What follows belongs to an exercise in optimizing a design on an open flow for small area; a production flow would make more cautious choices.
The RTL was checked by simulation tests, not by an equivalence proof against the original design.
No activity file was given, so power comes from the tool's default toggle rates. No driver is modelled on the clock port, so clocking that relies on it looks cheaper here than on a real chip.

Setup of build 44:
==> flow/design.v (excerpt) <==
module cnn_top
#(
    parameter int RELU_SHIFT = 4
)
(
    input  logic            clk,
    input  logic            resetn,
    input  logic            weight_tvalid,
    output logic            weight_tready,
    input  cnn_pkg::pixel_t weight_tdata,
    input  logic            image_tvalid,
    output logic            image_tready,
    input  cnn_pkg::pixel_t image_tdata,
    output logic            result_tvalid,
    input  logic            result_tready,
    output cnn_pkg::acc_t   result_tdata,
    output logic            result_tlast
);
==> flow/config.mk <==
export PLATFORM = sky130hd
export DESIGN_NAME = cnn_top
export DESIGN_NICKNAME = cnn_top
export VERILOG_FILES = /design/flow/design.v
export SDC_FILE = /design/flow/constraint.sdc
export NUM_CORES = 4
export LEC_CHECK = 0
export CAP_MARGIN = 20
export CORE_MARGIN = 2
export CORE_UTILIZATION = 65
export CTS_BUF_LIST = sky130_fd_sc_hd__clkbuf_8 sky130_fd_sc_hd__clkbuf_16
export CTS_CLUSTER_DIAMETER = 100
export CTS_CLUSTER_SIZE = 30
export SLEW_MARGIN = 20
==> flow/constraint.sdc <==
create_clock -name core_clock -period 11.0 [get_ports {clk}]
set_input_delay 2.2000 -clock core_clock [delete_from_list [all_inputs] [get_ports {clk}]]
set_output_delay 2.2000 -clock core_clock [all_outputs]
set_load 0.01 [all_outputs]
standard.sh (not shown) runs the stock make flow with config.mk's settings and CLKGATE_MAP_FILE= SYNTH_SCRIPT=/design/flow/synth_recipe.tcl, a recipe that flattens the netlist after the stock synthesis.
==> flow/flow/run.sh <==
#!/bin/bash
# The standard layout (standard.sh) with three changes:
#  - synthesis maps logic with an area-oriented ABC script (flow/my_synth.tcl);
#  - port buffers are buf_1 cells;
#  - clock tree synthesis inserts no dummy loads.
set -euo pipefail
here=$PWD
bash standard.sh SYNTH_SCRIPT=$here/flow/my_synth.tcl synth > synth.log 2>&1
export BUFFER_PORTS_ARGS="-buffer_cell sky130_fd_sc_hd__buf_1"
export CTS_ARGS="-sink_clustering_enable -repair_clock_nets -dont_use_dummy_load -sink_clustering_size 18 -sink_clustering_max_diameter 60 -buf_list {sky130_fd_sc_hd__clkbuf_8 sky130_fd_sc_hd__clkbuf_16} -root_buf sky130_fd_sc_hd__clkbuf_16 -sink_clustering_buffer sky130_fd_sc_hd__clkbuf_8"
bash standard.sh > layout.log 2>&1
==> flow/flow/area.abc <==
strash
 &get -n
 &fraig -x
 &put
 scorr
 dc2
 dretime
 strash
 &get -n
 &dch -f
 &nf -R 1000
 &put
==> flow/flow/my_synth.tcl <==
# The standard synthesis script (synth_recipe.tcl) with two changes that only
# affect combinational mapping: no full-adder extraction, and an area-oriented
# ABC script (area.abc beside this file) in place of ORFS's speed script.
# Flip-flop mapping, flattening and renaming are unchanged.
set ::area_abc_script [file join [file dirname [file normalize [info script]]] area.abc]
proc abc {args} {
  set i [lsearch -exact $args -script]
  if {$i >= 0} { lset args [expr {$i + 1}] $::area_abc_script }
  yosys abc {*}$args
}
proc extract_fa {args} {}
proc synth {args} { yosys synth -nofsm -noshare {*}$args }
source $::env(SCRIPTS_DIR)/synth.tcl
# left out here: clear keep_hierarchy, flatten, clean up, hide names made inside functions, write 1_2_yosys.v
Modified inputs, build 41 compared to build 44
==> flow/flow/run.sh <==
#!/bin/bash
# The standard layout (standard.sh) with three changes:
#  - synthesis maps logic with an area-oriented ABC script (flow/my_synth.tcl);
#  - port buffers are buf_1 cells;
#  - clock tree synthesis inserts no dummy loads.
set -euo pipefail
here=$PWD
bash standard.sh SYNTH_SCRIPT=$here/flow/my_synth.tcl synth > synth.log 2>&1
export BUFFER_PORTS_ARGS="-buffer_cell sky130_fd_sc_hd__buf_1"
export CTS_ARGS="-sink_clustering_enable -repair_clock_nets -dont_use_dummy_load -sink_clustering_size 30 -sink_clustering_max_diameter 100 -buf_list {sky130_fd_sc_hd__clkbuf_8 sky130_fd_sc_hd__clkbuf_16}"
bash standard.sh > layout.log 2>&1
==> comparison <==
On share of the final layout cell area in multi-input gates, build 44 tracks build 41 almost exactly. Summary: routed wire length, build 41 worse than build 44. Total power of the final layout delta (build 44 -> build 41): insignificant. Setup slack: build 41 more than build 44. Compared build 44 against build 41; power per cell area within noise. Build 41 -> build 44: core utilization flat. Global-route usage in build 41 is 0.51 points higher than in build 44. Looking only at portion of the layout cell area used by clock cells, and setting everything else aside, the higher value of build 41 and build 44 goes to build 44.
Input changes introduced in build 68 (baseline for comparison: build 41):
==> flow/run.sh (new file) <==
#!/bin/bash
# synth_recipe.tcl (not shown) runs the flow's synth.tcl, then flattens the netlist and writes it again
# the make line also repeats each setting of config.mk as NAME=value (left out here)
make -C /OpenROAD-flow-scripts/flow DESIGN_CONFIG=/design/flow/config.mk WORK_HOME=/design/flow/orfs CLKGATE_MAP_FILE= SYNTH_SCRIPT=/design/flow/synth_recipe.tcl finish
removed: flow/flow/run.sh
removed: flow/flow/area.abc
removed: flow/flow/my_synth.tcl
removed: flow/standard.sh
==> comparison <==
- Final critical-path required period (build 68 over build 41): increase, 3.23 ns
- Side by side, worst slack at placement turned out lower in build 68 than in build 41.
- Sort build 68 and build 41 by sequential share of cell area, ascending, and build 68 comes first.
- In build 68, the area after synthesis came out 540 um2 above the value in build 41.

========
## exp/harbor
cnn_top, a different RTL version from the one above (not shown whole).
Size in the first run: about 630 flip-flops, roughly 57 I/O pins, ~0.015 sq mm of cells after synthesis.
Design cnn_top, start of the top module:
module cnn_top
#(
    parameter int RELU_SHIFT = 4
)
(
    input  logic            clk,
    input  logic            resetn,
    input  logic            weight_tvalid,
    output logic            weight_tready,
    input  cnn_pkg::pixel_t weight_tdata,
    input  logic            image_tvalid,
    output logic            image_tready,
    input  cnn_pkg::pixel_t image_tdata,
    output logic            result_tvalid,
    input  logic            result_tready,
    output cnn_pkg::acc_t   result_tdata,
    output logic            result_tlast
);
    localparam logic [2:0] S_IN  = 3'd0;    
    localparam logic [2:0] S_W   = 3'd1;    
    localparam logic [2:0] S_P   = 3'd2;    
    localparam logic [2:0] S_RW  = 3'd3;    
    localparam logic [2:0] S_RT  = 3'd4;    
    localparam logic [2:0] S_PL  = 3'd5;    
    localparam logic [2:0] S_OUT = 3'd6;    
    logic [399:0]       wring;
    logic [119:0]       pring;
    logic [55:0]        fring;
    logic signed [18:0] acc;
    logic [5:0] c;        
    logic [2:0] pf;       
    logic [3:0] pa;       
    logic [5:0] wt;       
    logic       loaded;
    logic [2:0] st;
    logic       fcm;      
    logic       k;
    logic [2:0] p;        
    logic [1:0] j;
    logic [2:0] R, C;     
    logic [2:0] s;        
    assign wt = {k, j, p};
    logic [7:0] w49, px14;
    logic [6:0] f7;
    assign w49  = wring[399:392];
    assign px14 = pring[119:112];
  ...
Settings: LEC_CHECK=0, CAP_MARGIN=20, CORE_MARGIN=2, CORE_UTILIZATION=70, SLEW_MARGIN=20; clock period 11.0 ns.
==> flow/flow/run.sh <==
#!/bin/bash
# The standard layout (standard.sh) with three changes:
#  - synthesis maps logic with an area-oriented ABC script (flow/my_synth.tcl);
#  - port buffers are buf_1 cells;
#  - clock tree synthesis inserts no dummy loads.
set -euo pipefail
here=$PWD
bash standard.sh SYNTH_SCRIPT=$here/flow/my_synth.tcl synth > synth.log 2>&1
export BUFFER_PORTS_ARGS="-buffer_cell sky130_fd_sc_hd__buf_1"
export CTS_ARGS="-sink_clustering_enable -repair_clock_nets -dont_use_dummy_load -sink_clustering_size 34 -sink_clustering_max_diameter 70 -buf_list {sky130_fd_sc_hd__clkbuf_8 sky130_fd_sc_hd__clkbuf_16}"
bash standard.sh > layout.log 2>&1
==> flow/flow/area.abc <==
strash
 &get -n
 &fraig -x
 &put
 scorr
 dc2
 dretime
 strash
 dch -f
 amap -m -F 8 -A 16
 topo
==> flow/flow/my_synth.tcl <==
# The standard synthesis script (synth_recipe.tcl) with two changes that only
# affect combinational mapping: no full-adder extraction, and an area-oriented
# ABC script (area.abc beside this file) in place of ORFS's speed script.
# Flip-flop mapping, flattening and renaming are unchanged.
set ::area_abc_script [file join [file dirname [file normalize [info script]]] area.abc]
proc abc {args} {
  set i [lsearch -exact $args -script]
  if {$i >= 0} { lset args [expr {$i + 1}] $::area_abc_script }
  yosys abc {*}$args
}
proc extract_fa {args} {}
proc synth {args} { yosys synth -nofsm -noshare {*}$args }
source $::env(SCRIPTS_DIR)/synth.tcl
# left out here: clear keep_hierarchy, flatten, clean up, hide names made inside functions, write 1_2_yosys.v
Input-level comparison between exp/zinc and exp/harbor:
# exp/harbor
export LEC_CHECK = 0
export CAP_MARGIN = 20
export CORE_MARGIN = 2
export CORE_UTILIZATION = 70
export SLEW_MARGIN = 20
create_clock -name core_clock -period 11.0 [get_ports {clk}]
# exp/zinc
export LEC_CHECK = 0
export CAP_MARGIN = 20
export CORE_MARGIN = 2
export CORE_UTILIZATION = 70
export PLACE_DENSITY = 0.85
export SLEW_MARGIN = 20
create_clock -name core_clock -period 11.0 [get_ports {clk}]
diff --git a/flow/flow/run.sh b/flow/flow/run.sh
--- a/flow/flow/run.sh
+++ b/flow/flow/run.sh
@@ -9,3 +9,3 @@
 export BUFFER_PORTS_ARGS="-buffer_cell sky130_fd_sc_hd__buf_1"
-export CTS_ARGS="-sink_clustering_enable -repair_clock_nets -dont_use_dummy_load -sink_clustering_size 34 -sink_clustering_max_diameter 70 -buf_list {sky130_fd_sc_hd__clkbuf_8 sky130_fd_sc_hd__clkbuf_16}"
+export CTS_ARGS="-sink_clustering_enable -repair_clock_nets -dont_use_dummy_load -sink_clustering_size 36 -sink_clustering_max_diameter 80 -buf_list {sky130_fd_sc_hd__clkbuf_8 sky130_fd_sc_hd__clkbuf_16}"
 bash standard.sh > layout.log 2>&1
[summary]
Diff exp/harbor..exp/zinc | remaining global-route overflow | unchanged. Measured against each other, exp/zinc and exp/harbor differ in global routing usage summed across all routing layers, the higher figure coming from exp/zinc. Comparing exp/zinc and exp/harbor, the higher maximum frequency is on exp/harbor. From exp/harbor to exp/zinc the numbers moved as follows: total power increased about 0.9%, clock-buffer cell count decreased about 4.5%, number of non-filler instances in the completed layout essentially unchanged.
Here is what was changed in the inputs of exp/cedar compared with exp/zinc.
# exp/zinc
export LEC_CHECK = 0
export CAP_MARGIN = 20
export CORE_MARGIN = 2
export CORE_UTILIZATION = 70
export PLACE_DENSITY = 0.85
export SLEW_MARGIN = 20
create_clock -name core_clock -period 11.0 [get_ports {clk}]
# exp/cedar
export LEC_CHECK = 0
export CAP_MARGIN = 20
export CORE_MARGIN = 2
export CORE_UTILIZATION = 70
export SLEW_MARGIN = 20
create_clock -name core_clock -period 11.0 [get_ports {clk}]
diff --git a/flow/flow/run.sh b/flow/flow/run.sh
--- a/flow/flow/run.sh
+++ b/flow/flow/run.sh
@@ -9,3 +9,3 @@
 export BUFFER_PORTS_ARGS="-buffer_cell sky130_fd_sc_hd__buf_1"
-export CTS_ARGS="-sink_clustering_enable -repair_clock_nets -dont_use_dummy_load -sink_clustering_size 36 -sink_clustering_max_diameter 80 -buf_list {sky130_fd_sc_hd__clkbuf_8 sky130_fd_sc_hd__clkbuf_16}"
+export CTS_ARGS="-sink_clustering_enable -repair_clock_nets -dont_use_dummy_load -sink_clustering_size 36 -sink_clustering_max_diameter 50 -buf_list {sky130_fd_sc_hd__clkbuf_8 sky130_fd_sc_hd__clkbuf_16}"
 bash standard.sh > layout.log 2>&1
Notes after the runs:
Cmp exp/cedar vs exp/zinc: final-layout worst hold slack lower in exp/cedar
Higher proportion of layout cells with a drive suffix above 1 goes to exp/cedar over exp/zinc.
Changes observed in exp/cedar relative to exp/zinc: share of final layout cell area taken by clock buffers and inverters up 2.1 points; worst slew slack as a fraction of its limit has increased; total met2 wirelength after detailed routing saw a decrease.
Taking exp/zinc as the reference, in exp/cedar post-layout instance area went up by 350 sq um, final cell count without fillers increased by 14 relative to the old numbers, number of logic stages on the critical path including buffering went up, net switching power increased by 0.97% relative to the old numbers, via count shows a reduction of 221.

what the ideal ports hide:
Ports are ideal in the flow. The routed layouts listed here were re-timed in OpenROAD.
Step 1 assumes that a clkbuf_16 drives the clock port and a buf_2 every other input.
Step 2 also shifts input and output timing later by t, the mid clock arrival at the registers, as if the neighbouring blocks saw the same clock.
Three values: ideal ports, drivers, drivers and shift; two values: the first two.
run	shift t [ns]	setup WS [ns]	clock arrival spread, ns	worst slew at a driven data input, ns
build 44	0.526	3.691 / 3.691 / 3.691	0.073 / 0.073	0.03
build 41	0.585	3.732 / 3.732 / 3.732	0.067 / 0.066	0.03
build 68	0.589	0.506 / 0.506 / 0.506	0.022 / 0.021	0.03
exp/harbor	0.573	3.648 / 3.648 / 3.648	0.049 / 0.049	0.03
exp/zinc	0.574	3.222 / 3.222 / 3.222	0.045 / 0.045	0.03
exp/cedar	0.546	3.625 / 3.625 / 3.625	0.066 / 0.066	0.03
After both steps every run listed still meets setup and hold.
